What follows belongs to an exercise in optimizing a design on an open flow for small area; a production flow would make more cautious choices. Only simulation tests tie the RTL to the original design; equivalence was not proved. Power is estimated from default activity; no workload was simulated.

==> 09-15: inputs <==
==> flow/design.v <==
package vdma_geom_pkg;
    localparam int PIX_W        = 32;
    localparam int PIX_PER_WORD = 4;
    localparam int WORD_W         = PIX_W * PIX_PER_WORD;
    localparam int BYTES_PER_WORD = WORD_W / 8;
    localparam int ADDR_W = 32;
    typedef logic [PIX_W-1:0]  pixel_t;
    typedef logic [ADDR_W-1:0] addr_t;
    typedef logic [15:0] hcount_t;
    typedef union packed {
        pixel_t [PIX_PER_WORD-1:0] pix;
        logic [WORD_W-1:0]         raw;
    } axi_word_u;
endpackage
package axi_wr_pkg;
    localparam logic [1:0] BURST_INCR = 2'b01;
    localparam logic [2:0] SIZE_16B = 3'b100;
    localparam int AXI_LEN_W = 8;
    typedef logic [AXI_LEN_W:0] burst_len_t;
endpackage
`timescale 1ns/10ps
module pixel_packer (
    input  logic        clock,
    input  logic        arst_n,
    input  logic        vsync,
    input  logic        de,
    input  vdma_geom_pkg::pixel_t idata,
    output logic        frame_start,
    output logic        push,
    output logic        word_adv,
    output logic [3:0]  lane_we,
    output vdma_geom_pkg::pixel_t lane_data
);
    logic       vsync_d;
    logic       de_d;
    logic       vsync_rise;
    logic       line_end;
    logic       flush;
    logic [1:0] slot;
    assign vsync_rise = vsync && !vsync_d;
    assign line_end   = !de && de_d;
    assign flush      = !vsync_rise && !de && line_end && (slot != 2'd0);
    always_comb begin
        for (int j = 0; j < 4; j++) begin
            lane_we[j] = (!vsync_rise && de && (slot == 2'(j))) || (flush && (2'(j) >= slot));
        end
    end
    assign lane_data = de ? idata : '0;
    assign word_adv = !vsync_rise && ((de && (slot == 2'd3)) || flush);
    always_ff @(posedge clock or negedge arst_n) begin
        if (!arst_n) begin
            vsync_d     <= 1'b0;
            de_d        <= 1'b0;
            frame_start <= 1'b0;
            push        <= 1'b0;
            slot        <= '0;
        end else begin
            vsync_d     <= vsync;
            de_d        <= de;
            frame_start <= vsync_rise;
            push        <= word_adv;
            if (vsync_rise || flush) begin
                slot <= '0;
            end else if (de) begin
                slot <= slot + 1'b1;
            end
        end
    end
endmodule
`timescale 1ns/10ps
module line_fifo (
    input  logic         clock,
    input  logic         arst_n,
    input  logic         clear,
    input  logic         push,
    input  logic         word_adv,
    input  logic [3:0]   lane_we,
    input  vdma_geom_pkg::pixel_t lane_data,
    input  logic         pop,
    output logic [127:0] head_word,
    output logic [4:0]   level,
    output logic         almost_full
);
    logic [15:0][127:0] mem;
    logic [3:0]  wr_ptr;
    logic [4:0]  count;
    logic        full;
    logic        empty;
    logic        wr_en;
    logic        rd_en;
    logic [15:0] wsel;
    logic [15:0] rsel_n;
    assign full  = (count == 5'd16);
    assign empty = (count == 5'd0);
    assign wr_en = push && !full && !clear;
    assign rd_en = pop && !empty && !clear;
    always_ff @(posedge clock or negedge arst_n) begin
        if (!arst_n) begin
            wr_ptr <= '0;
            rsel_n <= 16'hfffe;
            count  <= '0;
        end else if (clear) begin
            wr_ptr <= '0;
            rsel_n <= 16'hfffe;
            count  <= '0;
        end else begin
            if (word_adv) begin
                wr_ptr <= wr_ptr + 1'b1;
            end
            if (rd_en) begin
                rsel_n <= {rsel_n[14:0], rsel_n[15]};
            end
            if (wr_en && !rd_en) begin
                count <= count + 1'b1;
            end else if (rd_en && !wr_en) begin
                count <= count - 1'b1;
            end
        end
    end
    always_comb begin
        for (int k = 0; k < 16; k++) begin
            wsel[k] = (wr_ptr == 4'(k));
        end
    end
    for (genvar k = 0; k < 16; k++) begin : g_word
        for (genvar j = 0; j < 4; j++) begin : g_lane
            always_ff @(posedge clock) begin
                if (wsel[k] && lane_we[j]) begin
                    mem[k][32*j +: 32] <= ~lane_data;
                end
            end
        end
    end
    always_comb begin
        head_word = '0;
        for (int k = 0; k < 16; k++) begin
            head_word = head_word | ~(mem[k] | {128{rsel_n[k]}});
        end
    end
    assign level       = count;
    assign almost_full = (count >= 5'd12);
endmodule
`timescale 1ns/10ps
module burst_scheduler (
    input  logic        clock,
    input  logic        arst_n,
    input  logic        enable,
    input  logic        frame_start,
    input  vdma_geom_pkg::addr_t   baseaddr,
    input  vdma_geom_pkg::hcount_t hactive,
    input  logic [4:0]  level,
    input  logic        done,
    output logic        req,
    output logic [1:0]  req_lenm1,
    output vdma_geom_pkg::addr_t   req_addr
);
    logic [13:0] last_pos;
    logic [15:0] hact_m1;
    logic        active;
    logic [23:0] line_hi;
    logic [7:0]  base_lo;
    logic [11:0] burst_idx;
    logic        last_burst;
    logic [25:0] addr_hi;
    assign hact_m1    = hactive - 16'd1;
    assign last_burst = (burst_idx == last_pos[13:2]);
    assign req_lenm1  = last_burst ? last_pos[1:0] : 2'd3;
    assign addr_hi    = {line_hi, base_lo[7:6]} + {14'd0, burst_idx};
    assign req_addr   = {addr_hi, base_lo[5:0]};
    always_ff @(posedge clock or negedge arst_n) begin
        if (!arst_n) begin
            req    <= 1'b0;
            active <= 1'b0;
        end else if (frame_start) begin
            req    <= 1'b0;
            active <= (hactive != '0);
        end else if (done) begin
            req <= 1'b0;
        end else if (!req && enable && active && (level > {3'd0, req_lenm1})) begin
            req <= 1'b1;
        end
    end
    always_ff @(posedge clock) begin
        if (frame_start) begin
            last_pos  <= hact_m1[15:2];
            line_hi   <= baseaddr[31:8];
            base_lo   <= baseaddr[7:0];
            burst_idx <= '0;
        end else if (done) begin
            if (last_burst) begin
                line_hi   <= line_hi + 1'b1;
                burst_idx <= '0;
            end else begin
                burst_idx <= burst_idx + 1'b1;
            end
        end
    end
endmodule
`timescale 1ns/10ps
module axi_write_master (
    input  logic        clock,
    input  logic        arst_n,
    input  logic        req,
    output logic        pop,
    output logic        done,
    input  logic [1:0]  req_lenm1,
    output logic        awvalid,
    input  logic        awready,
    output logic        wlast,
    output logic        wvalid,
    input  logic        wready,
    output logic        bready,
    input  logic        bvalid
);
    logic [1:0] beat_cnt;
    logic       start;
    assign start = !awvalid && !wvalid && !bready && req && !done;
    always_ff @(posedge clock or negedge arst_n) begin
        if (!arst_n) begin
            awvalid  <= 1'b0;
            wvalid   <= 1'b0;
            bready   <= 1'b0;
            beat_cnt <= '0;
            done     <= 1'b0;
        end else begin
            done <= bready && bvalid;
            if (start) begin
                awvalid <= 1'b1;
            end
            if (awvalid && awready) begin
                awvalid  <= 1'b0;
                wvalid   <= 1'b1;
                beat_cnt <= '0;
            end
            if (wvalid && wready) begin
                if (wlast) begin
                    wvalid <= 1'b0;
                    bready <= 1'b1;
                end else begin
                    beat_cnt <= beat_cnt + 1'b1;
                end
            end
            if (bready && bvalid) begin
                bready <= 1'b0;
            end
        end
    end
    assign wlast = wvalid && (beat_cnt == req_lenm1);
    assign pop   = wvalid && wready;
endmodule
`timescale 1ns/10ps
module vdma_write_top (
    input  logic                 clock,
    input  logic                 arst_n,
    input  logic                 enable,
    input  vdma_geom_pkg::addr_t                baseaddr,
    input  vdma_geom_pkg::hcount_t              hactive,
    input  logic                 vsync,
    input  logic                 de,
    input  vdma_geom_pkg::pixel_t               idata,
    output logic                 fifo_almost_full,
    output vdma_geom_pkg::addr_t                awaddr,
    output logic [axi_wr_pkg::AXI_LEN_W-1:0] awlen,
    output logic [2:0]           awsize,
    output logic [1:0]           awburst,
    output logic                 awvalid,
    input  logic                 awready,
    output logic [vdma_geom_pkg::WORD_W-1:0]    wdata,
    output logic                 wlast,
    output logic                 wvalid,
    input  logic                 wready,
    output logic                 bready,
    input  logic                 bvalid
);
    logic         frame_start;
    logic         push;
    logic         word_adv;
    logic [3:0]   lane_we;
    vdma_geom_pkg::pixel_t lane_data;
    logic         pop;
    logic [4:0]   level;
    logic         req;
    logic [1:0]   req_lenm1;
    logic         done;
    pixel_packer u_packer (
        .clock       (clock),
        .arst_n      (arst_n),
        .vsync       (vsync),
        .de          (de),
        .idata       (idata),
        .frame_start (frame_start),
        .push        (push),
        .word_adv    (word_adv),
        .lane_we     (lane_we),
        .lane_data   (lane_data)
    );
    line_fifo u_fifo (
        .clock       (clock),
        .arst_n      (arst_n),
        .clear       (frame_start),
        .push        (push),
        .word_adv    (word_adv),
        .lane_we     (lane_we),
        .lane_data   (lane_data),
        .pop         (pop),
        .head_word   (wdata),
        .level       (level),
        .almost_full (fifo_almost_full)
    );
    burst_scheduler u_sched (
        .clock       (clock),
        .arst_n      (arst_n),
        .enable      (enable),
        .frame_start (frame_start),
        .baseaddr    (baseaddr),
        .hactive     (hactive),
        .level       (level),
        .done        (done),
        .req         (req),
        .req_lenm1   (req_lenm1),
        .req_addr    (awaddr)
    );
    axi_write_master u_master (
        .clock     (clock),
        .arst_n    (arst_n),
        .req       (req),
        .pop       (pop),
        .done      (done),
        .req_lenm1 (req_lenm1),
        .awvalid   (awvalid),
        .awready   (awready),
        .wlast     (wlast),
        .wvalid    (wvalid),
        .wready    (wready),
        .bready    (bready),
        .bvalid    (bvalid)
    );
    assign awlen   = {6'd0, req_lenm1};
    assign awsize  = axi_wr_pkg::SIZE_16B;
    assign awburst = axi_wr_pkg::BURST_INCR;
endmodule
==> flow/flow/run.sh <==
#!/bin/bash
# Layout flow: the standard ORFS layout (the standard.sh) with two changes:
#  - port buffers use sky130_fd_sc_hd__buf_1 instead of the resizer's default pick
#  - clock tree built with clustered clkbuf_4/8/16 leaves and no dummy loads
# Each tool's full output stays in the ORFS logs under orfs/logs; make's own output
# goes to flow_make.log in the work folder.
set -euo pipefail
cd "$(dirname "$0")/.."
bash standard.sh \
  'BUFFER_PORTS_ARGS=-buffer_cell sky130_fd_sc_hd__buf_1' \
  'CTS_ARGS=-sink_clustering_enable -repair_clock_nets -dont_use_dummy_load -buf_list {sky130_fd_sc_hd__clkbuf_4 sky130_fd_sc_hd__clkbuf_8 sky130_fd_sc_hd__clkbuf_16} -sink_clustering_size 25 -sink_clustering_max_diameter 80' \
  finish > flow_make.log 2>&1
cp -r orfs/logs flow_logs
==> flow/standard.sh <==
#!/bin/bash
# synth_recipe.tcl (not shown) runs the flow's synth.tcl, then flattens the netlist and writes it again
# the make line also repeats each setting of config.mk as NAME=value (left out here)
make -C /OpenROAD-flow-scripts/flow DESIGN_CONFIG=/design/flow/config.mk WORK_HOME=/design/flow/orfs CLKGATE_MAP_FILE= SYNTH_SCRIPT=/design/flow/synth_recipe.tcl "${@:-finish}"
==> flow/config.mk <==
export PLATFORM = sky130hd
export DESIGN_NAME = vdma_write_top
export DESIGN_NICKNAME = vdma_write_top
export VERILOG_FILES = /design/flow/design.v
export SDC_FILE = /design/flow/constraint.sdc
export NUM_CORES = 4
export LEC_CHECK = 0
export CAP_MARGIN = 20
export CORE_MARGIN = 2
export CORE_UTILIZATION = 70
export PLACE_DENSITY = 0.8
export SLEW_MARGIN = 20
==> flow/constraint.sdc <==
create_clock -name core_clock -period 8.0 [get_ports {clock}]
set_input_delay 1.6000 -clock core_clock [delete_from_list [all_inputs] [get_ports {clock}]]
set_output_delay 1.6000 -clock core_clock [all_outputs]
set_load 0.01 [all_outputs]
==> 04-01 (differences from 09-15) <==
==> flow/design.v, changed modules only <==
module line_fifo (
    input  logic         clock,
    input  logic         arst_n,
    input  logic         clear,
    input  logic         push,
    input  logic         word_adv,
    input  logic [3:0]   lane_we,
    input  vdma_geom_pkg::pixel_t lane_data,
    input  logic         pop,
    output logic [127:0] head_word,
    output logic [4:0]   level,
    output logic         almost_full
);
    logic [15:0][127:0] mem;
    logic [3:0]  wr_ptr;
    logic [3:0]  rd_ptr;
    logic [4:0]  count;
    logic        full;
    logic        empty;
    logic        wr_en;
    logic        rd_en;
    logic [15:0] wsel;
    logic [15:0] rsel;
    assign full  = (count == 5'd16);
    assign empty = (count == 5'd0);
    assign wr_en = push && !full && !clear;
    assign rd_en = pop && !empty && !clear;
    always_ff @(posedge clock or negedge arst_n) begin
        if (!arst_n) begin
            wr_ptr <= '0;
            rd_ptr <= '0;
            count  <= '0;
        end else if (clear) begin
            wr_ptr <= '0;
            rd_ptr <= '0;
            count  <= '0;
        end else begin
            if (word_adv) begin
                wr_ptr <= wr_ptr + 1'b1;
            end
            if (rd_en) begin
                rd_ptr <= rd_ptr + 1'b1;
            end
            if (wr_en && !rd_en) begin
                count <= count + 1'b1;
            end else if (rd_en && !wr_en) begin
                count <= count - 1'b1;
            end
        end
    end
    always_comb begin
        for (int k = 0; k < 16; k++) begin
            wsel[k] = (wr_ptr == 4'(k));
            rsel[k] = (rd_ptr == 4'(k));
        end
    end
    for (genvar k = 0; k < 16; k++) begin : g_word
        for (genvar j = 0; j < 4; j++) begin : g_lane
            always_ff @(posedge clock) begin
                if (wsel[k] && lane_we[j]) begin
                    mem[k][32*j +: 32] <= lane_data;
                end
            end
        end
    end
    always_comb begin
        head_word = '0;
        for (int k = 0; k < 16; k++) begin
            head_word = head_word | (mem[k] & {128{rsel[k]}});
        end
    end
    assign level       = count;
    assign almost_full = (count >= 5'd12);
endmodule
module burst_scheduler (
    input  logic        clock,
    input  logic        arst_n,
    input  logic        enable,
    input  logic        frame_start,
    input  vdma_geom_pkg::addr_t   baseaddr,
    input  vdma_geom_pkg::hcount_t hactive,
    input  logic [4:0]  level,
    input  logic        done,
    output logic        req,
    output logic [1:0]  req_lenm1,
    output vdma_geom_pkg::addr_t   req_addr
);
    logic [14:0] line_words;
    logic [14:0] words_left;
    logic [14:0] words_per_line;
    logic        active;
    logic [23:0] line_hi;
    logic [25:0] req_hi;
    logic [7:0]  base_lo;
    logic        big;
    logic [2:0]  cur_len;
    logic        line_done;
    logic [23:0] next_line;
    assign words_per_line = 15'(({1'b0, hactive} + 17'd3) >> 2);
    assign big       = (words_left[14:2] != '0);
    assign cur_len   = big ? 3'd4 : {1'b0, words_left[1:0]};
    assign req_lenm1 = big ? 2'd3 : (words_left[1:0] - 2'd1);
    assign line_done = !big || (words_left == 15'd4);
    assign next_line = line_hi + 1'b1;
    assign req_addr  = {req_hi, base_lo[5:0]};
    always_ff @(posedge clock or negedge arst_n) begin
        if (!arst_n) begin
            req    <= 1'b0;
            active <= 1'b0;
        end else if (frame_start) begin
            req    <= 1'b0;
            active <= (hactive != '0);
        end else if (done) begin
            req <= 1'b0;
        end else if (!req && enable && active && ({2'b0, cur_len} <= level)) begin
            req <= 1'b1;
        end
    end
    always_ff @(posedge clock) begin
        if (frame_start) begin
            line_words <= words_per_line;
            words_left <= words_per_line;
            line_hi    <= baseaddr[31:8];
            base_lo    <= baseaddr[7:0];
            req_hi     <= baseaddr[31:6];
        end else if (done) begin
            if (line_done) begin
                line_hi    <= next_line;
                req_hi     <= {next_line, base_lo[7:6]};
                words_left <= line_words;
            end else begin
                req_hi     <= req_hi + 1'b1;
                words_left <= words_left - 15'd4;
            end
        end
    end
endmodule
==> flow/run.sh (new file) <==
#!/bin/bash
# synth_recipe.tcl (not shown) runs the flow's synth.tcl, then flattens the netlist and writes it again
# the make line also repeats each setting of config.mk as NAME=value (left out here)
make -C /OpenROAD-flow-scripts/flow DESIGN_CONFIG=/design/flow/config.mk WORK_HOME=/design/flow/orfs CLKGATE_MAP_FILE= SYNTH_SCRIPT=/design/flow/synth_recipe.tcl finish
- CORE_UTILIZATION: 70 -> 40
- PLACE_DENSITY: 0.8 -> 0.6
removed: flow/flow/run.sh
removed: flow/standard.sh
==> 11-03 (differences from 09-15) <==
--- a/flow/design.v
+++ b/flow/design.v
@@ -166,5 +166,5 @@
     assign last_burst = (burst_idx == last_pos[13:2]);
     assign req_lenm1  = last_burst ? last_pos[1:0] : 2'd3;
-    assign addr_hi    = {line_hi, base_lo[7:6]} + {14'd0, burst_idx};
+    assign addr_hi    = {line_hi, base_lo[7:6]} + (done ? 26'd4 : {14'd0, burst_idx});
     assign req_addr   = {addr_hi, base_lo[5:0]};
     always_ff @(posedge clock or negedge arst_n) begin
@@ -189,5 +189,5 @@
         end else if (done) begin
             if (last_burst) begin
-                line_hi   <= line_hi + 1'b1;
+                line_hi   <= addr_hi[25:2];
                 burst_idx <= '0;
             end else begin
==> reports/results.txt <==
The detailed-route wire length was 212.9 mm. Between clock sinks in the finished design, the worst skew comes to 58.44 ps. Synthesis inferred 2145 register bits.

The largest single stage delay on the critical path is 1290 ps. The number of antenna diodes in the final layout is 2. The run finished with no timing, DRC or antenna violations. On the critical path, the stage with the largest delay is an instance of sky130_fd_sc_hd__dfstp_4.

Horizontal die dimension: 336.7 microns. The origin of the worst setup path was u_fifo.rsel_n[9].
The numbers above come from 09-15.

==> reports/results.txt <==
The flow ran to the end and the layout has no timing, DRC or antenna violations. After synthesis the netlist holds a flip-flop and latch count of 2163. The horizontal die dimension came out at 456.7 microns.

The critical path's largest stage delay came out at 930 ps. The most critical setup path has its startpoint at u_fifo.rd_ptr[3]. Summed over all layers, the routed wires come to 279.4 mm.

The antenna cell count came out at 2.
The numbers above come from 04-01.

==> reports/results.txt <==
The detailed-route wire length is 207.8 mm. The number of flip-flops and latches in the synthesized netlist works out to 2145. The antenna cell count was 5; the fraction of power consumed by sequential logic was 56.7%. The critical path starts at u_fifo.rsel_n[13]. The flow ran to the end and the layout has no timing, DRC or antenna violations. The largest single stage delay on the critical path is 1160 ps.

The horizontal die dimension came out at 336.1 microns.
The numbers above come from 11-03.

## separate check: timing with driven ports
Ports are ideal in the flow. The routed layouts listed here were re-timed in OpenROAD. Step 1 (the two cells are an assumption about what drives the block):
set clk [get_ports {clock}]
set_driving_cell -lib_cell sky130_fd_sc_hd__clkbuf_16 $clk
set_driving_cell -lib_cell sky130_fd_sc_hd__buf_2 [delete_from_list [all_inputs] $clk]
Step 2 moves the port delays by t, midway between the first and last clock arrival at a register: inputs arrive t later, outputs are due t later. That takes back most of the time a late clock gives input paths. Three values: no drivers, after step 1, after step 2; two values: the first two.
run	t, ns	slack for setup (ns)	worst register clock-pin slew, ns	worst data-port slew with drivers (ns)
09-15	0.767	2.527 / 2.449 / 3.216	0.10 / 0.10	0.06
04-01	0.937	1.244 / 1.154 / 2.091	0.07 / 0.07	0.07
11-03	0.773	2.496 / 2.424 / 3.197	0.10 / 0.10	0.14
After both steps every run listed still meets setup and hold.
